From an optimization exercise on the open Yosys and OpenROAD flow, aimed at a short achievable clock period and few clock cycles per item; shortcuts taken in it are not production practice. In this exercise RTL edits were held to simulation tests only and were not proved equivalent to the original. Power is estimated from default activity; no workload was simulated.

File: flow/config.mk
export PLATFORM = sky130hd
export DESIGN_NAME = mips_core
export DESIGN_NICKNAME = mips_core
export VERILOG_FILES = /design/flow/design.v
export SDC_FILE = /design/flow/constraint.sdc
export NUM_CORES = 4
export LEC_CHECK = 0
export CAP_MARGIN = 20
export CORE_MARGIN = 2
export CORE_UTILIZATION = 65
export SETUP_SLACK_MARGIN = 4.4
export SLEW_MARGIN = 20
export TNS_END_PERCENT = 100
File: flow/constraint.sdc
create_clock -name core_clock -period 7.0 [get_ports {clk}]
set_input_delay 1.4000 -clock core_clock [delete_from_list [all_inputs] [get_ports {clk}]]
set_output_delay 1.4000 -clock core_clock [all_outputs]
set_load 0.01 [all_outputs]
File: flow/design.v
`timescale 1ns/1ps
package mips_pkg;
    typedef logic [32-1:0] word_t;
    typedef logic [5-1:0] reg_idx_t;
    typedef enum logic [1:0] {
        ALU_ADD = 2'd0,
        ALU_SUB = 2'd1,
        ALU_OR  = 2'd2,
        ALU_LUI = 2'd3
    } alu_op_t;
    typedef enum logic [1:0] {
        WB_ALU = 2'd0,
        WB_MEM = 2'd1,
        WB_PC8 = 2'd2
    } wb_src_t;
    typedef struct packed {
        alu_op_t  alu_op;
        logic     b_is_imm;
        logic     zero_ext;
        logic     mem_we;
        logic     reg_we;
        wb_src_t  wb_src;
        reg_idx_t dest;
    } ctrl_t;
    typedef struct packed {
        word_t instr;
        word_t pc;
    } fd_t;
    typedef struct packed {
        word_t pc;
        ctrl_t ctrl;
        word_t rs_val;
        word_t rt_val;
        word_t imm32;
    } de_t;
    typedef struct packed {
        word_t pc;
        ctrl_t ctrl;
        word_t alu_res;
        word_t rt_val;
    } em_t;
    typedef struct packed {
        word_t pc;
        ctrl_t ctrl;
        word_t alu_res;
        word_t mem_rdata;
    } mw_t;
endpackage
`timescale 1ns/1ps
module mips_core (
    input  logic               clk,
    input  logic               reset,
    input  mips_pkg::word_t    i_inst_rdata,
    output mips_pkg::word_t    i_inst_addr,
    input  mips_pkg::word_t    m_data_rdata,
    output mips_pkg::word_t    m_data_addr,
    output mips_pkg::word_t    m_data_wdata,
    output mips_pkg::word_t    m_inst_addr,
    output logic [3:0]         m_data_byteen,
    output logic               w_grf_we,
    output mips_pkg::reg_idx_t w_grf_addr,
    output mips_pkg::word_t    w_grf_wdata,
    output mips_pkg::word_t    w_inst_addr
);
    function automatic logic [31:0] ks_carry(input logic [31:0] a, input logic [31:0] b,
                                             input logic cin);
        logic [31:0] g, p, gn, pn;
        g = a & b;
        p = a ^ b;
        g[0] = g[0] | (p[0] & cin);
        for (int d = 1; d < 32; d = d * 2) begin
            gn = g;
            pn = p;
            for (int i = d; i < 32; i++) begin
                gn[i] = g[i] | (p[i] & g[i-d]);
                pn[i] = p[i] & p[i-d];
            end
            g = gn;
            p = pn;
        end
        ks_carry = g;
    endfunction
    function automatic logic [31:0] ks_add(input logic [31:0] a, input logic [31:0] b,
                                           input logic cin);
        logic [31:0] c;
        c = ks_carry(a, b, cin);
        ks_add = (a ^ b) ^ {c[30:0], cin};
    endfunction
    function automatic logic [29:0] inc30(input logic [29:0] a);
        logic [29:0] c, cn;
        c = a;                   
        for (int d = 1; d < 30; d = d * 2) begin
            cn = c;
            for (int i = d; i < 30; i++) cn[i] = c[i] & c[i-d];
            c = cn;
        end
        inc30 = a ^ {c[28:0], 1'b1};
    endfunction
    logic [31:0] regs [1:31];
    logic [31:0] pc_f;
    logic [31:0] ir_d, pc_d, pc4_d;
    logic [31:0] rsv_d, rtv_d;           
    logic [31:0] a_e, b_e, c_e;          
    logic        sub_e, or_e;
    logic        we_e, ld_e, st_e, beq_e;
    logic [4:0]  dst_e;
    logic [31:0] pc_e, btgt_e;
    logic [31:0] res_m, sd_m, pc_m;
    logic        we_m, ld_m, st_m;
    logic [4:0]  dst_m;
    logic [31:0] wd_w, pc_w;
    logic        we_w;
    logic [4:0]  dst_w;
    logic [31:1] wen_w;                  
    logic [31:0] wd_out;                 
    logic [31:0] wd_x;                   
    logic        we_x;
    logic [4:0]  dst_x;
    logic [4:0]  f_rs, f_rt;
    logic [31:0] f_rsv, f_rtv;
    assign f_rs = i_inst_rdata[25:21];
    assign f_rt = i_inst_rdata[20:16];
    always_comb begin
        f_rsv = 32'd0;
        f_rtv = 32'd0;
        for (int i = 1; i < 32; i++) begin
            f_rsv = f_rsv | ({32{f_rs == 5'(i)}} & regs[i]);
            f_rtv = f_rtv | ({32{f_rt == 5'(i)}} & regs[i]);
        end
    end
    logic [5:0]  op, fn;
    logic [4:0]  rs, rt, rd;
    logic [15:0] imm16;
    logic        i_addu, i_subu, i_ori, i_lui, i_lw, i_sw, i_beq, i_j, i_jal;
    logic        use_rs, use_rt, d_we, d_b_imm;
    logic [4:0]  d_dst;
    logic [31:0] d_imm;
    logic [31:0] pc4_f, pc8_d, btgt_d, jtgt_d, bsum_d;
    logic        beq_same, redir_d, stall;
    assign op    = ir_d[31:26];
    assign fn    = ir_d[5:0];
    assign rs    = ir_d[25:21];
    assign rt    = ir_d[20:16];
    assign rd    = ir_d[15:11];
    assign imm16 = ir_d[15:0];
    assign i_addu = (op == 6'h00) && (fn == 6'h21);
    assign i_subu = (op == 6'h00) && (fn == 6'h23);
    assign i_ori  = (op == 6'h0d);
    assign i_lui  = (op == 6'h0f);
    assign i_lw   = (op == 6'h23);
    assign i_sw   = (op == 6'h2b);
    assign i_beq  = (op == 6'h04);
    assign i_j    = (op == 6'h02);
    assign i_jal  = (op == 6'h03);
    assign beq_same = i_beq && (rs == rt);
    assign use_rs = i_addu | i_subu | i_ori | i_lw | i_sw | (i_beq & ~beq_same);
    assign use_rt = i_addu | i_subu | i_sw | (i_beq & ~beq_same);
    assign d_dst   = (i_addu | i_subu) ? rd : (i_jal ? 5'd31 : rt);
    assign d_we    = (i_addu | i_subu | i_ori | i_lui | i_lw | i_jal) && (d_dst != 5'd0);
    assign d_b_imm = i_ori | i_lui | i_lw | i_sw | i_jal;
    assign pc4_f  = {inc30(pc_f[31:2]), 2'b00};
    assign pc8_d  = {inc30(pc4_d[31:2]), 2'b00};
    assign bsum_d = ks_add({2'b00, pc4_d[31:2]}, {{16{imm16[15]}}, imm16}, 1'b0);
    assign btgt_d = {bsum_d[29:0], 2'b00};
    assign jtgt_d = {pc4_d[31:28], ir_d[25:0], 2'b00};
    always_comb begin
        if (i_jal)      d_imm = pc8_d;
        else if (i_lui) d_imm = {imm16, 16'h0000};
        else if (i_ori) d_imm = {16'h0000, imm16};
        else            d_imm = {{16{imm16[15]}}, imm16};
    end
    assign redir_d = i_j | i_jal | beq_same;
    logic [5:0]  f_op, f_fn;
    logic        f_use_rs, f_use_rt, f_sp, stall_nx, stall_q;
    assign f_op = i_inst_rdata[31:26];
    assign f_fn = i_inst_rdata[5:0];
    assign f_sp = (f_op == 6'h00) && (f_fn == 6'h21 || f_fn == 6'h23);
    assign f_use_rs = f_sp || f_op == 6'h0d || f_op == 6'h23 ||
                      f_op == 6'h2b || (f_op == 6'h04 && f_rs != f_rt);
    assign f_use_rt = f_sp || f_op == 6'h2b || (f_op == 6'h04 && f_rs != f_rt);
    assign stall_nx = i_lw && d_we && !stall && !taken_e &&
                      ((f_use_rs && f_rs == rt) || (f_use_rt && f_rt == rt));
    assign stall = stall_q;
    logic [31:0] mres, rs_oth, rt_oth;
    assign mres = ld_m ? m_data_rdata : res_m;
    always_comb begin
        if (we_m && dst_m == rs)      rs_oth = mres;
        else if (we_w && dst_w == rs) rs_oth = wd_w;
        else if (we_x && dst_x == rs) rs_oth = wd_x;
        else                          rs_oth = rsv_d;
        if (we_m && dst_m == rt)      rt_oth = mres;
        else if (we_w && dst_w == rt) rt_oth = wd_w;
        else if (we_x && dst_x == rt) rt_oth = wd_x;
        else                          rt_oth = rtv_d;
    end
    logic fa_e, fb_e;
    assign fa_e = we_e && dst_e == rs;
    assign fb_e = we_e && dst_e == rt;
    logic [31:0] sum_e, or_res, alu_res;
    logic        taken_e;
    logic [31:0] p_e, cy_e, cin_e;
    assign p_e     = a_e ^ b_e;
    assign cy_e    = ks_carry(a_e, b_e, 1'b0);
    assign cin_e   = {cy_e[30:0], 1'b0};
    assign sum_e   = (p_e ^ {32{sub_e}}) ^ cin_e;
    assign or_res  = a_e | b_e;
    assign alu_res = or_e ? or_res : sum_e;
    assign taken_e = beq_e && (a_e == b_e);
    logic [31:0] a_oth, b_oth;
    logic        sa_sum, sa_or, sb_sum, sb_or, sc_sum, sc_or;
    logic [31:0] a_nx, b_nx, c_nx;
    assign a_oth = use_rs ? (rs_oth ^ {32{i_subu}}) : 32'd0;
    assign b_oth = d_b_imm ? d_imm : rt_oth;
    logic [31:0] sum_a, or_a;
    assign sum_a = (p_e ^ {32{sub_e ^ i_subu}}) ^ cin_e;
    assign or_a  = or_res ^ {32{i_subu}};
    assign sa_sum = use_rs && fa_e && !or_e;
    assign sa_or  = use_rs && fa_e && or_e;
    assign sb_sum = !d_b_imm && fb_e && !or_e;
    assign sb_or  = !d_b_imm && fb_e && or_e;
    assign sc_sum = fb_e && !or_e;
    assign sc_or  = fb_e && or_e;
    assign a_nx = ({32{sa_sum}} & sum_a) | ({32{sa_or}} & or_a) |
                  ({32{!(sa_sum || sa_or)}} & a_oth);
    assign b_nx = ({32{sb_sum}} & sum_e) | ({32{sb_or}} & or_res) |
                  ({32{!(sb_sum || sb_or)}} & b_oth);
    assign c_nx = ({32{sc_sum}} & sum_e) | ({32{sc_or}} & or_res) |
                  ({32{!(sc_sum || sc_or)}} & rt_oth);
    always_ff @(posedge clk) begin
        if (reset) begin
            pc_f <= 32'h0000_3000;
        end else if (taken_e) begin
            pc_f <= btgt_e;
        end else if (!stall) begin
            pc_f <= redir_d ? (i_beq ? btgt_d : jtgt_d) : pc4_f;
        end
    end
    always_ff @(posedge clk) begin
        if (reset) stall_q <= 1'b0;
        else       stall_q <= stall_nx;
    end
    always_ff @(posedge clk) begin
        if (reset || taken_e) begin
            ir_d <= 32'd0;
        end else if (!stall) begin
            ir_d <= i_inst_rdata;
        end
    end
    always_ff @(posedge clk) begin
        if (stall) begin
            rsv_d <= rs_oth;
            rtv_d <= rt_oth;
        end else begin
            rsv_d <= f_rsv;
            rtv_d <= f_rtv;
            pc_d  <= pc_f;
            pc4_d <= pc4_f;
        end
    end
    always_ff @(posedge clk) begin
        if (reset || stall) begin
            we_e <= 1'b0; ld_e <= 1'b0; st_e <= 1'b0; beq_e <= 1'b0;
        end else begin
            we_e  <= d_we;
            ld_e  <= i_lw;
            st_e  <= i_sw;
            beq_e <= i_beq & ~beq_same;
        end
    end
    always_ff @(posedge clk) begin
        sub_e  <= i_subu;
        or_e   <= i_ori | i_lui | i_jal;
        dst_e  <= d_dst;
        a_e    <= a_nx;
        b_e    <= b_nx;
        c_e    <= c_nx;
        pc_e   <= pc_d;
        btgt_e <= btgt_d;
    end
    always_ff @(posedge clk) begin
        if (reset) begin
            we_m <= 1'b0; ld_m <= 1'b0; st_m <= 1'b0;
        end else begin
            we_m <= we_e;
            ld_m <= ld_e;
            st_m <= st_e;
        end
    end
    always_ff @(posedge clk) begin
        res_m <= alu_res;
        sd_m  <= c_e;
        pc_m  <= pc_e;
        dst_m <= dst_e;
    end
    always_ff @(posedge clk) begin
        if (reset) begin
            we_w  <= 1'b0;
            we_x  <= 1'b0;
            wen_w <= 31'd0;
        end else begin
            we_w <= we_m;
            we_x <= we_w;
            for (int i = 1; i < 32; i++) wen_w[i] <= we_m && dst_m == 5'(i);
        end
    end
    always_ff @(posedge clk) begin
        if (we_m) wd_out <= mres;
    end
    always_ff @(posedge clk) begin
        wd_w  <= mres;
        pc_w  <= pc_m;
        dst_w <= dst_m;
        wd_x  <= wd_w;
        dst_x <= dst_w;
    end
    always_ff @(posedge clk) begin
        if (reset) begin
            for (int i = 1; i < 32; i++) regs[i] <= 32'd0;
        end else begin
            for (int i = 1; i < 32; i++) if (wen_w[i]) regs[i] <= wd_w;
        end
    end
    assign i_inst_addr   = pc_f;
    assign m_data_addr   = res_m;
    assign m_data_wdata  = sd_m;
    assign m_inst_addr   = pc_m;
    assign m_data_byteen = {4{st_m}};
    assign w_grf_we      = we_w;
    assign w_grf_addr    = dst_w;
    assign w_grf_wdata   = wd_out;
    assign w_inst_addr   = pc_w;
endmodule
File: flow/run.sh
#!/bin/bash
# synth_recipe.tcl (not shown) runs the flow's synth.tcl, then flattens the netlist and writes it again
# the make line also repeats each setting of config.mk as NAME=value (left out here)
make -C /OpenROAD-flow-scripts/flow DESIGN_CONFIG=/design/flow/config.mk WORK_HOME=/design/flow/orfs CLKGATE_MAP_FILE= SYNTH_SCRIPT=/design/flow/synth_recipe.tcl finish
==> notes.md, run 1 <==
outcome=did not finish; Failed at=global routing; Error=[ERROR GRT-0232] Routing congestion too high. Check the congestion heatmap in the GUI.; All-Layer GR Usage=77.1%; boundary pin count=268; maximum root-to-sink buffer count=3; total grt overflow=87; Initial Utilization=65.7%; Mapped Area=72,900 µm²; # port buffers=261; cell area after placement=77,400 µm²; Num CTS Buffers=162; commonest cells in the synthesized netlist=sky130_fd_sc_hd__dfxtp_1, sky130_fd_sc_hd__nor2_1, sky130_fd_sc_hd__mux2i_1, sky130_fd_sc_hd__clkbuf_1, sky130_fd_sc_hd__a22oi_1; fraction of synthesized cell area taken by the top area cell type=around two fifths; distinct cell type count after synthesis=87; DPL Wire Length=198,000 µm; worst-slack endpoint at the end of global-route timing repair=b_e[30]$_DFF_P_/D; # rows=122; ranking of synthesized cells by area=sky130_fd_sc_hd__dfxtp_1, sky130_fd_sc_hd__mux2i_1, sky130_fd_sc_hd__nor2_1; cell with the most instances after synthesis=sky130_fd_sc_hd__dfxtp_1; warning count from the yosys run=2; synthesis-stage register bit count=1,617; share of flip-flops with an asynchronous set or reset=0%; type of pin the worst path ends at=sequential cell input; TritonCTS sink count=roughly 1,600; proportion of synthesized chip area in sequential cells=~46%; final weighted congestion of routability-driven global placement=1.03; Synth Area per Inst=between 9 and 10 µm²; DIE WIDTH=339 µm; die height=between 300 and 400 µm; number of flops mapped to enable cells by yosys=92; gate count after technology mapping=7,668; antenna violations before repair=61; H-tree depth=4; DP Worst Slack=2.29 ns; cell type with the highest aggregate area in the netlist=sky130_fd_sc_hd__dfxtp_1; pin count of the biggest net entering global routing=~220; CTS Root Buffer Type=sky130_fd_sc_hd__clkbuf_16; ys flop type=sky130_fd_sc_hd__dfxtp_1
metal layers:
metal,global-route usage [%],GRT overflow
met1,79.3,4
met2,91.1,43
met3,62.4,9
met4,73.0,31
met5,42.9,0
power groups by stage:
stage / Combinational [mW] / Clock (mW) / Sequential [mW]
4_1_cts: 1.09 / 9.06 / 9.59
3_5_place_dp: 0.891 / 0 / 9.81
3_3_place_gp: 0.873 / 0 / 9.81
2_1_floorplan: 0.577 / 0 / 9.72
logic make-up after synthesis:
kind of cell    after synthesis  share of synthesized area, %
compound gates             1674                          17.2
other cells                   1                       0.00515
xor+xnor                    213                          2.69
buf+inv                     846                          4.60
fa+ha+maj                    95                          1.64
mux                        1155                          15.9
flops                      1617                          45.7
simple gates               2067                          12.3
how the worst max path moves through the flow:
stage | from | to
2_1_floorplan | i_inst_rdata[23] | rsv_d[19]
3_3_place_gp | i_inst_rdata[25] | rsv_d[27]
3_5_place_dp | i_inst_rdata[25] | rsv_d[26]
4_1_cts | b_e[9] | b_e[24]
through the flow:
stage | instances | util, % | total power [mW] | hold slack [ns]
CTS | 9580 | 80.2 | 19.7 | 0.324
global placement | 8889 | 69.7 | 10.7 | 0.310
detailed placement | 8891 | 69.7 | 10.7 | 0.312
floorplan | 7673 | - | 10.3 | 0.310
what timing repair did:
action / in CTS
hold endpoints to repair: 0
gates resized for setup: 1681
gates cloned: 5
hold buffers: 0
pin swaps: 178
setup endpoints to repair: 880
buffers inserted: 382
Testbench counts, summed over its fixed seeds: cycles 50,224, instructions 48,581.
==> run 2, diff against run 1 <==
--- a/flow/design.v
+++ b/flow/design.v
@@ -98,3 +98,4 @@
     endfunction
-    logic [31:0] regs [1:31];
+    logic [31:1][31:0] regs;
+    logic [31:1] rvalid;                 
     logic [31:0] pc_f;
@@ -120,2 +121,5 @@
     logic [31:0] f_rsv, f_rtv;
+    logic [5:0]  f_op, f_fn;
+    assign f_op = i_inst_rdata[31:26];
+    assign f_fn = i_inst_rdata[5:0];
     assign f_rs = i_inst_rdata[25:21];
@@ -126,4 +130,4 @@
         for (int i = 1; i < 32; i++) begin
-            f_rsv = f_rsv | ({32{f_rs == 5'(i)}} & regs[i]);
-            f_rtv = f_rtv | ({32{f_rt == 5'(i)}} & regs[i]);
+            f_rsv = f_rsv | ({32{f_rs == 5'(i) && rvalid[i]}} & regs[i]);
+            f_rtv = f_rtv | ({32{f_rt == 5'(i) && rvalid[i]}} & regs[i]);
         end
@@ -145,11 +149,12 @@
     assign imm16 = ir_d[15:0];
-    assign i_addu = (op == 6'h00) && (fn == 6'h21);
-    assign i_subu = (op == 6'h00) && (fn == 6'h23);
-    assign i_ori  = (op == 6'h0d);
-    assign i_lui  = (op == 6'h0f);
-    assign i_lw   = (op == 6'h23);
-    assign i_sw   = (op == 6'h2b);
-    assign i_beq  = (op == 6'h04);
-    assign i_j    = (op == 6'h02);
-    assign i_jal  = (op == 6'h03);
+    logic kill_d;
+    assign i_addu = !kill_d && (op == 6'h00) && (fn == 6'h21);
+    assign i_subu = !kill_d && (op == 6'h00) && (fn == 6'h23);
+    assign i_ori  = !kill_d && (op == 6'h0d);
+    assign i_lui  = !kill_d && (op == 6'h0f);
+    assign i_lw   = !kill_d && (op == 6'h23);
+    assign i_sw   = !kill_d && (op == 6'h2b);
+    assign i_beq  = !kill_d && (op == 6'h04);
+    assign i_j    = !kill_d && (op == 6'h02);
+    assign i_jal  = !kill_d && (op == 6'h03);
     assign beq_same = i_beq && (rs == rt);
@@ -157,4 +162,11 @@
     assign use_rt = i_addu | i_subu | i_sw | (i_beq & ~beq_same);
-    assign d_dst   = (i_addu | i_subu) ? rd : (i_jal ? 5'd31 : rt);
-    assign d_we    = (i_addu | i_subu | i_ori | i_lui | i_lw | i_jal) && (d_dst != 5'd0);
+    logic [4:0]  f_dst, dst_d;
+    logic        f_we, we_d;
+    logic        f_rr;
+    assign f_rr  = f_op == 6'h00 && (f_fn == 6'h21 || f_fn == 6'h23);
+    assign f_dst = f_rr ? i_inst_rdata[15:11] : (f_op == 6'h03 ? 5'd31 : i_inst_rdata[20:16]);
+    assign f_we  = (f_rr || f_op == 6'h0d || f_op == 6'h0f || f_op == 6'h23 ||
+                    f_op == 6'h03) && f_dst != 5'd0;
+    assign d_dst = dst_d;
+    assign d_we  = we_d && !kill_d;
     assign d_b_imm = i_ori | i_lui | i_lw | i_sw | i_jal;
@@ -172,6 +184,3 @@
     assign redir_d = i_j | i_jal | beq_same;
-    logic [5:0]  f_op, f_fn;
     logic        f_use_rs, f_use_rt, f_sp, stall_nx, stall_q;
-    assign f_op = i_inst_rdata[31:26];
-    assign f_fn = i_inst_rdata[5:0];
     assign f_sp = (f_op == 6'h00) && (f_fn == 6'h21 || f_fn == 6'h23);
@@ -183,2 +192,21 @@
     assign stall = stall_q;
+    logic        me_rs, mm_rs, mw_rs, mx_rs, me_rt, mm_rt, mw_rt, mx_rt;
+    logic [4:0]  n_rs, n_rt;
+    assign n_rs = stall ? rs : f_rs;
+    assign n_rt = stall ? rt : f_rt;
+    always_ff @(posedge clk) begin
+        if (reset) begin
+            me_rs <= 1'b0; mm_rs <= 1'b0; mw_rs <= 1'b0; mx_rs <= 1'b0;
+            me_rt <= 1'b0; mm_rt <= 1'b0; mw_rt <= 1'b0; mx_rt <= 1'b0;
+        end else begin
+            me_rs <= !stall && d_we && d_dst == n_rs;
+            mm_rs <= we_e && dst_e == n_rs;
+            mw_rs <= we_m && dst_m == n_rs;
+            mx_rs <= we_w && dst_w == n_rs;
+            me_rt <= !stall && d_we && d_dst == n_rt;
+            mm_rt <= we_e && dst_e == n_rt;
+            mw_rt <= we_m && dst_m == n_rt;
+            mx_rt <= we_w && dst_w == n_rt;
+        end
+    end
     logic [31:0] mres, rs_oth, rt_oth;
@@ -186,14 +214,14 @@
     always_comb begin
-        if (we_m && dst_m == rs)      rs_oth = mres;
-        else if (we_w && dst_w == rs) rs_oth = wd_w;
-        else if (we_x && dst_x == rs) rs_oth = wd_x;
-        else                          rs_oth = rsv_d;
-        if (we_m && dst_m == rt)      rt_oth = mres;
-        else if (we_w && dst_w == rt) rt_oth = wd_w;
-        else if (we_x && dst_x == rt) rt_oth = wd_x;
-        else                          rt_oth = rtv_d;
+        if (mm_rs)      rs_oth = mres;
+        else if (mw_rs) rs_oth = wd_w;
+        else if (mx_rs) rs_oth = wd_x;
+        else            rs_oth = rsv_d;
+        if (mm_rt)      rt_oth = mres;
+        else if (mw_rt) rt_oth = wd_w;
+        else if (mx_rt) rt_oth = wd_x;
+        else            rt_oth = rtv_d;
     end
     logic fa_e, fb_e;
-    assign fa_e = we_e && dst_e == rs;
-    assign fb_e = we_e && dst_e == rt;
+    assign fa_e = me_rs;
+    assign fb_e = me_rt;
     logic [31:0] sum_e, or_res, alu_res;
@@ -242,6 +270,12 @@
     always_ff @(posedge clk) begin
-        if (reset || taken_e) begin
+        if (reset) kill_d <= 1'b0;
+        else       kill_d <= taken_e;
+    end
+    always_ff @(posedge clk) begin
+        if (reset) begin
             ir_d <= 32'd0;
+            we_d <= 1'b0;
         end else if (!stall) begin
             ir_d <= i_inst_rdata;
+            we_d <= f_we;
         end
@@ -257,2 +291,3 @@
             pc4_d <= pc4_f;
+            dst_d <= f_dst;
         end
@@ -316,7 +351,7 @@
     always_ff @(posedge clk) begin
-        if (reset) begin
-            for (int i = 1; i < 32; i++) regs[i] <= 32'd0;
-        end else begin
-            for (int i = 1; i < 32; i++) if (wen_w[i]) regs[i] <= wd_w;
-        end
+        if (reset) rvalid <= 31'd0;
+        else       rvalid <= rvalid | wen_w;
+    end
+    always_ff @(posedge clk) begin
+        for (int i = 1; i < 32; i++) if (wen_w[i]) regs[i] <= wd_w;
     end
--- a/flow/config.mk
+++ b/flow/config.mk
@@ -8,5 +8,9 @@
 export CAP_MARGIN = 20
+export CELL_PAD_IN_SITES_DETAIL_PLACEMENT = 1
 export CORE_MARGIN = 2
-export CORE_UTILIZATION = 65
-export SETUP_SLACK_MARGIN = 4.4
+export CORE_UTILIZATION = 32
+export CTS_CLUSTER_DIAMETER = 80
+export CTS_CLUSTER_SIZE = 25
+export PLACE_DENSITY = 0.45
+export SETUP_SLACK_MARGIN = 4.2
 export SLEW_MARGIN = 20
==> run 2 against run 1 <==
  * Now clean on timing, DRC and antenna
  * Synthesized cell count decreased by 29%
  * Synthesized area is 5.3% lower
==> notes.md, run 2 <==
fraction of final layout cells sized beyond drive strength 1=31.6%; boundary pin count=268; max_cap viols=0; Period minus WS final=3.21 ns; setup repair after global routing missed its margin=yes; maximum root-to-sink buffer count=3; first-pass GRT wire length=492,000 µm; internal cell power=roughly 14 mW; CTS Root Buffer Type=sky130_fd_sc_hd__clkbuf_16; total grt overflow=0; Num CTS Buffers=106; Sequential Area=44,400 µm²; ys flop type=sky130_fd_sc_hd__edfxtp_1; H-tree depth=3; clock group share of total power=39.2%; Core Region=215,000 µm²; maximum operating frequency=0.311 GHz; outcome=no timing/DRC/antenna violations; First DRT Iteration DRCs=9,376; Mapped Area=69,000 µm²; warning count from the yosys run=1; Synth Area per Inst=between 10 and 15 µm²; die height=468 µm; most frequent cells in the layout=sky130_fd_sc_hd__edfxtp_1, sky130_fd_sc_hd__buf_4, sky130_fd_sc_hd__dfxtp_1, sky130_fd_sc_hd__nor2_1, sky130_fd_sc_hd__a22oi_1; power density relative to cell area=214 nW/µm²; worst voltage drop across the vdd grid=210 µV; register clock-pin slew on the reported worst setup and hold paths=0.09 ns; CP endpoint kind=flop; commonest cells in the synthesized netlist=sky130_fd_sc_hd__edfxtp_1, sky130_fd_sc_hd__dfxtp_1, sky130_fd_sc_hd__nor2_1, sky130_fd_sc_hd__clkbuf_1, sky130_fd_sc_hd__a22oi_1; post-route clock period utilization=45.9%; Worst Path Max Fanout=4; delay of the slowest cell on the worst path=around 0.38 ns; setup tns final=0 ns; pin count of the biggest net entering global routing=68; distinct cell type count after synthesis=87; antenna violations before repair=20; Initial Utilization=about a third; # port buffers=about 260; TritonCTS sink count=~1,700; net switching power of the design=4.67 mW; cell with the biggest individual delay on the critical path=sky130_fd_sc_hd__dfxtp_4; power share of the combinational group=around 4.4%; ranking of synthesized cells by area=sky130_fd_sc_hd__edfxtp_1, sky130_fd_sc_hd__dfxtp_1, sky130_fd_sc_hd__a221oi_1; final-report hold violation count=0; post-route DRC violation count=0; worst hold slack=0.327 ns; Die Area=219,000 µm²; CTS tree=built; DIE WIDTH=468 µm; proportion of synthesized chip area in sequential cells=between 60% and 70%; DPL Wire Length=228,000 µm; cell type with the highest aggregate area in the netlist=sky130_fd_sc_hd__edfxtp_1; kind of cell adding the most delay to the critical path=compound AO/OA/AOI/OAI gates; clock latency of the later-clocked register in the worst-skew pair=0.84 ns; startpoint types=flop; All-Layer GR Usage=32.6%; switching portion of total power=24.8%; cell with the most instances after synthesis=sky130_fd_sc_hd__edfxtp_1; # rows=170; detailed-route wire length=376,000 µm; number of search-and-repair iterations in the first detailed-routing pass=9; fraction of synthesized cell area taken by the top area cell type=between 40% and 50%; average via count per standard cell=6.51; register with the most flip-flops=regs; vias=58,800; area growth from synthesis to layout=27.5%; Worst Path Class, Setup=flop to flop; number of setup violations in the final report=0; data required time of the critical path=7.70 ns; share of flip-flops with an asynchronous set or reset=0%; Slew headroom=9.06%; max FFs per register=992; antenna-violating nets left=0; final setup skew=0.0514 ns; gate count after technology mapping=5,455; # fillers=22,100; WP data arrival=about 3.9 ns; power share of the sequential group=about 56%; mean routed wirelength per cell=41.7 µm; actual slew at the worst max-slew pin=1.35 ns; number of flops mapped to enable cells by yosys=1,089; CP Cell Sequence=inv_1 -> ha_4 -> o21ai_2 -> o21a_1 -> o21bai_4 -> a221o_1 -> a21oi_4 -> o21a_1 -> buf_4 -> buf_6 -> o211a_4 -> o21a_4 -> mux2_4 -> o21a_4; final weighted congestion of routability-driven global placement=0.941; synthesis-stage register bit count=1,657; most common cell after layout, fill and taps aside=sky130_fd_sc_hd__edfxtp_1; number of pins exceeding their max-slew limit in the final report=0; Lkg Pwr=approximately 31 nW; net count reported at finish=6,242; class of the tightest hold or removal check=flop to flop; Multi-input gate area=27,100 µm²; vias in the first global route=about 56,000; number of buffer and inverter stages on the critical path=3; Overall Power=18.8 mW
run 2: changes by cell type after synthesis, moves of 47 or more:
cell	change
sky130_fd_sc_hd__buf_1	-47
sky130_fd_sc_hd__dfxtp_1	-957
sky130_fd_sc_hd__a211oi_1	-67
sky130_fd_sc_hd__and3_1	+61
sky130_fd_sc_hd__mux2i_1	-1005
sky130_fd_sc_hd__clkbuf_1	-184
sky130_fd_sc_hd__edfxtp_1	+997
sky130_fd_sc_hd__nor2_1	-960
run 2: worst paths after layout:
path         startpoint      end  slack (ns)  cells after the start
min              c_e[7]  sd_m[7]        0.33                      0
max              b_e[3]  b_e[19]        3.79                     14
max reg2reg      b_e[3]  b_e[19]        3.79                     14
min reg2reg      c_e[7]  sd_m[7]        0.33                      0
run 2: worst register-to-register path, stage by stage (launching register included):
cell                       delay (ns)
sky130_fd_sc_hd__dfxtp_4         0.38
sky130_fd_sc_hd__inv_1           0.07
sky130_fd_sc_hd__ha_4            0.28
sky130_fd_sc_hd__o21ai_2         0.07
sky130_fd_sc_hd__o21a_1          0.24
sky130_fd_sc_hd__o21bai_4        0.20
sky130_fd_sc_hd__a221o_1         0.26
sky130_fd_sc_hd__a21oi_4         0.12
sky130_fd_sc_hd__o21a_1          0.24
sky130_fd_sc_hd__buf_4           0.15
sky130_fd_sc_hd__buf_6           0.11
sky130_fd_sc_hd__o211a_4         0.25
sky130_fd_sc_hd__o21a_4          0.23
sky130_fd_sc_hd__mux2_4          0.29
sky130_fd_sc_hd__o21a_4          0.23
run 2: layer usage:
layer  track usage [%]  share of wire, %
met5                 0             0.039
met4              19.3               7.6
met3              8.15                11
met2              51.0                44
met1              40.7                37
run 2: final cells by class:
type / count / share of cell area (%)
Sequential cell: 1657 / 50.5
Multi-Input combinational cell: 3276 / 30.8
Timing Repair Buffer: 943 / 9.83
Tap cell: 2838 / 4.03
Clock buffer: 127 / 3.22
Clock inverter: 74 / 1.21
Inverter: 97 / 0.416
Antenna cell: 15 / 0.0426
run 2: what timing repair did:
action	CTS	global route
pin swaps	158	168
resized for setup	1419	289
setup endpoints to repair	405	185
gates cloned	10	10
setup buffers	260	180
hold buffers	0	0
run 2: logic make-up after synthesis:
kind of cell	Yosys count	synth area share [%]
compound gates	1650	18.0
mux	164	2.47
fa+ha+maj	95	1.73
buf+inv	533	2.98
other cells	1	0.00543
xor+xnor	226	3.00
simple gates	1129	8.00
flops	1657	63.8
run 2: metrics by stage:
step | std cells | area, µm² | setup WS, ns | util, %
6_report | 9027 | 88000 | 3.79 | 41.0
5_1_grt | 9018 | 88000 | 3.75 | 41.0
4_1_cts | 8822 | 85000 | 3.87 | 39.6
3_5_place_dp | 8351 | 77000 | 1.44 | 35.9
3_3_place_gp | 8346 | 76900 | 1.12 | 35.8
2_1_floorplan | 5460 | 71600 | 3.88 | -
run 2: power groups by stage:
stage | Clock [mW] | Sequential, mW | Combinational, mW
global placement | 0 | 10.8 | 0.636
floorplan | 0 | 10.8 | 0.319
global route | 7.76 | 10.6 | 0.884
finish | 7.38 | 10.6 | 0.837
CTS | 7.43 | 10.6 | 0.756
detailed placement | 0 | 10.9 | 0.646
Testbench counts of run 2, summed over its fixed seeds: cycles 50,224, instructions 48,581.
==> run 3, diff against run 2 <==
==> flow/config.mk (replaced) <==
export PLATFORM = sky130hd
export DESIGN_NAME = mips_core
export DESIGN_NICKNAME = mips_core
export VERILOG_FILES = /design/flow/design.v
export SDC_FILE = /design/flow/constraint.sdc
export NUM_CORES = 4
export LEC_CHECK = 0
export CAP_MARGIN = 20
export CORE_MARGIN = 2
export CORE_UTILIZATION = 40
export SETUP_SLACK_MARGIN = 4.3
export SLEW_MARGIN = 20
export TNS_END_PERCENT = 100
==> run 3 against run 2 <==
  * First-iteration DRC count increased by 36%
  * Combinational power is 9.1% lower
  * Cell count decreased by 5.6%
  * Core utilization up 10 points
  * Clock-buffer cell count rose by 80
  * Sequential power about the same
  * Critical path depth stayed put
  * Global-route usage rose by 5.1 points
  * Setup slack worse by 0.034 ns
  * Critical endpoint is now b_e[15]
  * Largest power group unchanged
  * Highest routed layer unchanged
==> notes.md, run 3 <==
outcome=no timing/DRC/antenna violations; average via count per standard cell=7.05; area growth from synthesis to layout=28.0%; cell with the most instances after synthesis=sky130_fd_sc_hd__edfxtp_1; Post-Synth Simple-Gate Area=8.00%; ys flop type=sky130_fd_sc_hd__edfxtp_1; CTS Root Buffer Type=sky130_fd_sc_hd__clkbuf_16; cell with the biggest individual delay on the critical path=sky130_fd_sc_hd__a221o_1; vias=60,000; # port buffers=261; final weighted congestion of routability-driven global placement=1.00; commonest cells in the synthesized netlist=sky130_fd_sc_hd__edfxtp_1, sky130_fd_sc_hd__dfxtp_1, sky130_fd_sc_hd__nor2_1, sky130_fd_sc_hd__clkbuf_1, sky130_fd_sc_hd__a22oi_1; gate count after technology mapping=5,455; Worst Path Class, Setup=flop to flop; ranking of synthesized cells by area=sky130_fd_sc_hd__edfxtp_1, sky130_fd_sc_hd__dfxtp_1, sky130_fd_sc_hd__a221oi_1; number of search-and-repair iterations in the first detailed-routing pass=14; number of flops mapped to enable cells by yosys=1,089; post-route DRC violation count=0; # fillers=14,500; CTS tree=built; Worst Path Max Fanout=3; most frequent cells in the layout=sky130_fd_sc_hd__edfxtp_1, sky130_fd_sc_hd__buf_4, sky130_fd_sc_hd__dfxtp_1, sky130_fd_sc_hd__nor2_1, sky130_fd_sc_hd__a22oi_1; First DRT Iteration DRCs=12,700; synthesis-stage register bit count=1,657; register with the most flip-flops=regs; actual slew at the worst max-slew pin=1.24 ns; number of setup violations in the final report=0; multiplexer area fraction after synthesis=2.47%; Synth Area per Inst=12.7 µm²; Initial Utilization=40.2%; CP endpoint kind=flop; post-route clock period utilization=46.3%; DIE WIDTH=419 µm; share of the synthesized netlist area taken by xor and xnor gates=between 2 and 3%; Slew headroom=17.3%; Num CTS Buffers=167; WP data arrival=3.95 ns; startpoint types=flop; kind of cell adding the most delay to the critical path=compound AO/OA/AOI/OAI gates; class of the tightest hold or removal check=flop to flop; data required time of the critical path=around 7.7 ns; number of pins exceeding their max-slew limit in the final report=0; clock latency of the later-clocked register in the worst-skew pair=~0.85 ns; register clock-pin slew on the reported worst setup and hold paths=0.06 ns; proportion of synthesized chip area in sequential cells=63.8%; Sequential Area=between 40,000 and 50,000 µm²; Core Region=172,000 µm²; final-report hold violation count=0; share of the synthesized area in compound gates (AO/OA/AOI/OAI)=approximately 18%; max FFs per register=992; max_cap viols=0; warning count from the yosys run=1; combinational family with the most area after synthesis=compound AO/OA/AOI/OAI gates; fraction of final layout cells sized beyond drive strength 1=30.8%; net count reported at finish=6,207; total grt overflow=0; H-tree depth=4; Period minus WS final=around 3.2 ns; vias in the first global route=54,700; adder-cell share of the synthesized area=1.73%; antenna-violating nets left=0; maximum operating frequency=0.308 GHz; hold-fix buffer count after cts=0; Die Area=176,000 µm²; power density relative to cell area=236 nW/µm²; Lkg Pwr=between 30 and 40 nW; fraction of synthesized cell area taken by the top area cell type=47.4%; cell type with the highest aggregate area in the netlist=sky130_fd_sc_hd__edfxtp_1; distinct cell type count after synthesis=87; mean routed wirelength per cell=between 40 and 50 µm; setup repair after global routing missed its margin=yes; pin count of the biggest net entering global routing=between 100 and 150; worst hold slack=0.319 ns; first-pass GRT wire length=456,000 µm; TritonCTS sink count=approximately 1,700; number of buffer and inverter stages on the critical path=3; Mapped Area=69,000 µm²; final setup skew=between 0.03 and 0.04 ns; # rows=approximately 150; maximum root-to-sink buffer count=3; setup tns final=0 ns; share of flip-flops with an asynchronous set or reset=0%; delay of the slowest cell on the worst path=0.41 ns; worst voltage drop across the vdd grid=304 µV; All-Layer GR Usage=37.7%; CP Cell Sequence=inv_2 -> ha_4 -> o21ai_4 -> o21a_2 -> o21bai_4 -> buf_12 -> buf_4 -> a21oi_4 -> o21bai_1 -> xor2_1 -> xnor2_1 -> mux2i_2 -> mux2_4 -> a221o_1; antenna violations before repair=20; die height=roughly 420 µm; Multi-input gate area=26,700 µm²; DPL Wire Length=189,000 µm; detailed-route wire length=~340,000 µm; most common cell after layout, fill and taps aside=sky130_fd_sc_hd__edfxtp_1; boundary pin count=268
## run 3: final cells by class
class	count	area share [%]
Timing Repair Buffer	841	9.19
Multi-Input combinational cell	3282	30.2
Tap cell	2310	3.27
Sequential cell	1657	50.4
Clock inverter	105	1.33
Clock buffer	207	5.15
Inverter	97	0.418
Antenna cell	22	0.0623
## run 3: timing repair
item,4_1_cts,5_1_grt
buffers inserted,314,86
pin swaps,125,156
resized for setup,1525,263
gates cloned,16,3
endpoints found under the setup margin,403,334
## run 3: report_power, final
group | total, mW | switching [mW] | internal, mW
registers | 10.7 | 0.162 | 10.5
logic | 0.761 | 0.415 | 0.346
clock network | 9.47 | 4.04 | 5.43
total | 20.9 | 4.62 | 16.3
## run 3: cells by family after synthesis
logic type | Yosys count
AOI/OAI and AO/OA | 1650
xor gates and xnor gates | 226
adders and majority gates | 95
buffers and inverters | 533
DFF | 1657
muxes | 164
other | 1
and+or+nand+nor | 1129
## run 3: path summary, 6_finish.rpt
| kind | from | to | slack, ns | cells after the start |
|---|---|---|---|---|
| max | b_e[3] | b_e[15] | 3.76 | 14 |
| min | pc_e[26] | pc_m[26] | 0.32 | 0 |
| min reg2reg | pc_e[26] | pc_m[26] | 0.32 | 0 |
| max reg2reg | b_e[3] | b_e[15] | 3.76 | 14 |
## run 3: through the flow
stage          area (µm²)  instances  setup WS, ns  utilization, %  total power, mW
3_5_place_dp        75800       7767          2.20            44.2             11.5
5_1_grt             88300       8501          3.77            51.5             21.3
2_1_floorplan       71600       5460          3.88               -             11.2
4_1_cts             86300       8409          3.90            50.3             20.8
3_3_place_gp        75800       7766          2.22            44.2             11.4
6_report            88300       8521          3.76            51.5             20.9
## run 3: metal layers
metal	vias up	track usage, %	share of wire, %
met4	36	28.3	10
met1	28900	44.0	33
met2	6212	53.1	40
met5	-	1.44	0.22
li1	22700	-	-
met3	2165	18.5	16
==> run 4, diff against run 3 <==
--- a/flow/design.v
+++ b/flow/design.v
@@ -126,10 +126,11 @@
     assign f_rt = i_inst_rdata[20:16];
+    logic [31:0] regs_rd [0:31];
+    logic [31:0] rvalid_rd;
     always_comb begin
-        f_rsv = 32'd0;
-        f_rtv = 32'd0;
-        for (int i = 1; i < 32; i++) begin
-            f_rsv = f_rsv | ({32{f_rs == 5'(i) && rvalid[i]}} & regs[i]);
-            f_rtv = f_rtv | ({32{f_rt == 5'(i) && rvalid[i]}} & regs[i]);
-        end
+        regs_rd[0] = 32'd0;
+        for (int i = 1; i < 32; i++) regs_rd[i] = regs[i];
     end
+    assign rvalid_rd = {rvalid, 1'b0};
+    assign f_rsv = rvalid_rd[f_rs] ? regs_rd[f_rs] : 32'd0;
+    assign f_rtv = rvalid_rd[f_rt] ? regs_rd[f_rt] : 32'd0;
     logic [5:0]  op, fn;
--- a/flow/config.mk
+++ b/flow/config.mk
@@ -8,5 +8,9 @@
 export CAP_MARGIN = 20
+export CELL_PAD_IN_SITES_DETAIL_PLACEMENT = 1
 export CORE_MARGIN = 2
-export CORE_UTILIZATION = 40
-export SETUP_SLACK_MARGIN = 4.3
+export CORE_UTILIZATION = 32
+export CTS_CLUSTER_DIAMETER = 80
+export CTS_CLUSTER_SIZE = 25
+export PLACE_DENSITY = 0.45
+export SETUP_SLACK_MARGIN = 4.2
 export SLEW_MARGIN = 20
==> run 4 against run 3 <==
  * Synthesized cell count is essentially flat
  * Clock skew grew 0.016 ns
  * Critical path depth is the same
  * Clock power shrank 23%
  * Clock-buffer cell count shrank 90
  * Core utilization shrank 10 points
  * Largest cell class unchanged
  * Fmax grew 1.6%
  * Still clean on timing, DRC and antenna
  * Flip-flop and latch count is the same
  * Critical path type unchanged
  * Cell count grew 6.7%
  * Via count grew 0.46%
==> notes.md, run 4 <==
pin count of the biggest net entering global routing=94; data required time of the critical path=7.68 ns; fraction of synthesized cell area taken by the top area cell type=46.8%; power share of the combinational group=between 6 and 7%; H-tree depth=3; clock latency of the later-clocked register in the worst-skew pair=0.86 ns; startpoint types=flop; antenna violations before repair=24; Mapped Area=between 60,000 and 70,000 µm²; register with the most flip-flops=regs; DIE WIDTH=471 µm; mean routed wirelength per cell=41.9 µm; commonest cells in the synthesized netlist=sky130_fd_sc_hd__edfxtp_1, sky130_fd_sc_hd__dfxtp_1, sky130_fd_sc_hd__a221oi_1, sky130_fd_sc_hd__nor2_1, sky130_fd_sc_hd__a22o_1; number of setup violations in the final report=0; warning count from the yosys run=2; post-route clock period utilization=between 40% and 50%; ys flop type=sky130_fd_sc_hd__edfxtp_1; Num CTS Buffers=~100; fraction of final layout cells sized beyond drive strength 1=30.4%; # rows=171; final setup skew=roughly 0.053 ns; die height=about 470 µm; vias=60,300; proportion of synthesized chip area in sequential cells=63.1%; setup tns final=0 ns; register clock-pin slew on the reported worst setup and hold paths=0.09 ns; most common cell after layout, fill and taps aside=sky130_fd_sc_hd__edfxtp_1; worst voltage drop across the vdd grid=192 µV; CP endpoint kind=flop; most frequent cells in the layout=sky130_fd_sc_hd__edfxtp_1, sky130_fd_sc_hd__buf_4, sky130_fd_sc_hd__a22o_1, sky130_fd_sc_hd__a221oi_1, sky130_fd_sc_hd__dfxtp_1; post-route DRC violation count=0; area growth from synthesis to layout=27.4%; clock group share of total power=37.9%; max FFs per register=992; vias in the first global route=57,800; setup repair after global routing missed its margin=yes; cell type with the highest aggregate area in the netlist=sky130_fd_sc_hd__edfxtp_1; net count reported at finish=6,294; hold-fix buffer count after cts=0; All-Layer GR Usage=32.6%; number of pins exceeding their max-slew limit in the final report=0; max_cap viols=0; DPL Wire Length=between 200,000 and 250,000 µm; maximum root-to-sink buffer count=3; worst setup margin=3.81 ns; first-pass GRT wire length=501,000 µm; CTS tree=built; share of flip-flops with an asynchronous set or reset=0%; synthesis-stage register bit count=1,657; class of the tightest hold or removal check=flop to flop; outcome=no timing/DRC/antenna violations; gate count after technology mapping=5,458; First DRT Iteration DRCs=11,700; power density relative to cell area=216 nW/µm²; average via count per standard cell=6.64; CTS Root Buffer Type=sky130_fd_sc_hd__clkbuf_16; ranking of synthesized cells by area=sky130_fd_sc_hd__edfxtp_1, sky130_fd_sc_hd__dfxtp_1, sky130_fd_sc_hd__a221oi_1; final-report hold violation count=0; Worst Path Max Fanout=3; maximum operating frequency=between 0.3 and 0.4 GHz; Core Region=around 220,000 µm²; cell with the most instances after synthesis=sky130_fd_sc_hd__edfxtp_1; number of flops mapped to enable cells by yosys=1,089; Initial Utilization=32.2%; Synth Area per Inst=12.8 µm²; actual slew at the worst max-slew pin=1.24 ns; distinct cell type count after synthesis=97; Lkg Pwr=approximately 31 nW; boundary pin count=268; total grt overflow=0; TritonCTS sink count=1,657; Period minus WS final=3.19 ns; net switching power of the design=around 5 mW; final weighted congestion of routability-driven global placement=0.945; Worst Path Class, Setup=flop to flop; Die Area=222,000 µm²; detailed-route wire length=380,000 µm; internal cell power=14.2 mW; # port buffers=261; DP Worst Slack=1.70 ns; switching portion of total power=about a quarter; antenna-violating nets left=0; power share of the sequential group=55.3%; WP data arrival=3.87 ns; number of search-and-repair iterations in the first detailed-routing pass=8; Slew headroom=17.3%
[run 4: cell count changes in the layout (fill, tap and decap cells not counted), sizes merged, moves of 63 or more]
cell and change:
a21oi -107, a221oi +139, a22o +108, a22oi -305, and3 -75, buf +75
clkbuf -78, nand2 +64, nor2 +63, o21ai +126
[run 4: worst paths after layout]
path | depth (start not counted) | slack, ns | to | startpoint
worst max-delay path | 14 | 3.81 | c_e[23] | b_e[1]
worst min-delay path | 0 | 0.31 | pc_m[11] | pc_e[11]
worst max register to register | 14 | 3.81 | c_e[23] | b_e[1]
worst min register to register | 0 | 0.31 | pc_m[11] | pc_e[11]
[run 4: routing by layer]
layer / track usage, % / vias up / routed length (µm) / part of all wire (%)
li1: - / 23100 / - / -
met1: 44.6 / 30900 / 150000 / 39
met2: 45.6 / 5115 / 154000 / 40
met3: 10.5 / 1232 / 51800 / 14
met4: 16.8 / 20 / 24600 / 6.5
met5: 0.238 / - / 276 / 0.073
[run 4: metrics by stage]
| stage | hold WS [ns] | area, µm² | util, % | cells | power, mW |
|---|---|---|---|---|---|
| floorplan | 0.310 | 70000 | - | 5463 | 11.3 |
| global placement | 0.310 | 77100 | 35.5 | 8415 | 11.8 |
| detailed placement | 0.313 | 77100 | 35.5 | 8415 | 11.8 |
| CTS | 0.318 | 86500 | 39.9 | 8985 | 19.1 |
| global route | 0.318 | 89000 | 41.0 | 9081 | 19.6 |
| finish | 0.309 | 89000 | 41.0 | 9089 | 19.2 |
[run 4: worst max-delay path, stage by stage, from the launching register on]
cell and delay (ns):
sky130_fd_sc_hd__dfxtp_2 0.37, sky130_fd_sc_hd__inv_2 0.06, sky130_fd_sc_hd__ha_4 0.24, sky130_fd_sc_hd__a21o_4 0.22, sky130_fd_sc_hd__a41oi_4 0.26, sky130_fd_sc_hd__a211o_4 0.22, sky130_fd_sc_hd__buf_6 0.11, sky130_fd_sc_hd__buf_6 0.11
sky130_fd_sc_hd__buf_6 0.10, sky130_fd_sc_hd__a21oi_4 0.06, sky130_fd_sc_hd__a311o_1 0.44, sky130_fd_sc_hd__a21oi_2 0.27, sky130_fd_sc_hd__xnor3_1 0.29, sky130_fd_sc_hd__nor2_4 0.19, sky130_fd_sc_hd__o22ai_4 0.14
[run 4: final cells by class]
cell class,count,area [µm²]
tap,2854,3570
sequential,1657,44500
clock buffer,117,2710
timing repair buffer,954,9280
multi-input combinational,3315,27500
clock inverter,81,1080
antenna,10,25.0
inverter,101,393
fill,22400,128000
[run 4: cells by family (layout without fill, tap and decap cells)]
group / after synthesis / after routing / synth area share (%)
AOI/OAI and AO/OA: 1686 / 1686 / 18.6
other: 1 / 16 / 0.00537
adders and majority gates: 95 / 95 / 1.71
xor gates and xnor gates: 227 / 227 / 3.07
buffers and inverters: 493 / 1253 / 2.90
muxes: 195 / 195 / 3.21
and+or+nand+nor: 1104 / 1106 / 7.36
DFF: 1657 / 1657 / 63.1
[run 4: timing repair]
| action | 4_1_cts | 5_1_grt |
|---|---|---|
| cloned | 18 | 9 |
| setup buffers | 354 | 82 |
| resized for setup | 1507 | 351 |
| endpoints found under the setup margin | 411 | 199 |
| pin swaps | 199 | 140 |
[run 4: power by group through the flow]
| stage | sequential, mW | combinational (mW) | clock [mW] |
|---|---|---|---|
| final | 10.6 | 1.30 | 7.27 |
| after detailed placement | 10.9 | 0.950 | 0 |
| after global placement | 10.9 | 0.939 | 0 |
| after CTS | 10.6 | 1.15 | 7.33 |
| after global routing | 10.6 | 1.33 | 7.64 |
| after floorplan | 10.8 | 0.486 | 0 |
Testbench counts of run 4, summed over its fixed seeds: cycles 50,224, instructions 48,581.

==> static timing again, ports no longer ideal <==
No port has a modelled driver above. Below, the same layouts with a new extraction and two added sets of constraints.
Step 1: set_driving_cell puts a clkbuf_16 on clk and a buf_2 on each other input, an assumption about the parent block.
Step 2, shift: input delay + t, output delay - t, t = (earliest + latest rising clock arrival at the registers) / 2. This alone moves slack from input paths to output paths.
a / b / c = ideal ports / drivers / drivers and shift; a / b = the first two.
run	t (ns)	setup slack, ns	hold WS [ns]	latest minus earliest clock arrival (ns)	slew at the worst register clock pin (ns)
run 2	0.912	3.789 / 3.789 / 3.131	0.327 / 0.327 / 0.327	0.056 / 0.056	0.11 / 0.11
run 3	0.937	3.756 / 3.756 / 2.995	0.319 / 0.319 / 0.319	0.038 / 0.038	0.08 / 0.08
run 4	0.912	3.806 / 3.806 / 3.137	0.309 / 0.309 / 0.309	0.062 / 0.062	0.11 / 0.11
After both steps setup and hold are still met in every run listed. The setup slack of run 3, which loses most, moves by 0.000 ns with the drivers and by -0.761 ns with both steps.
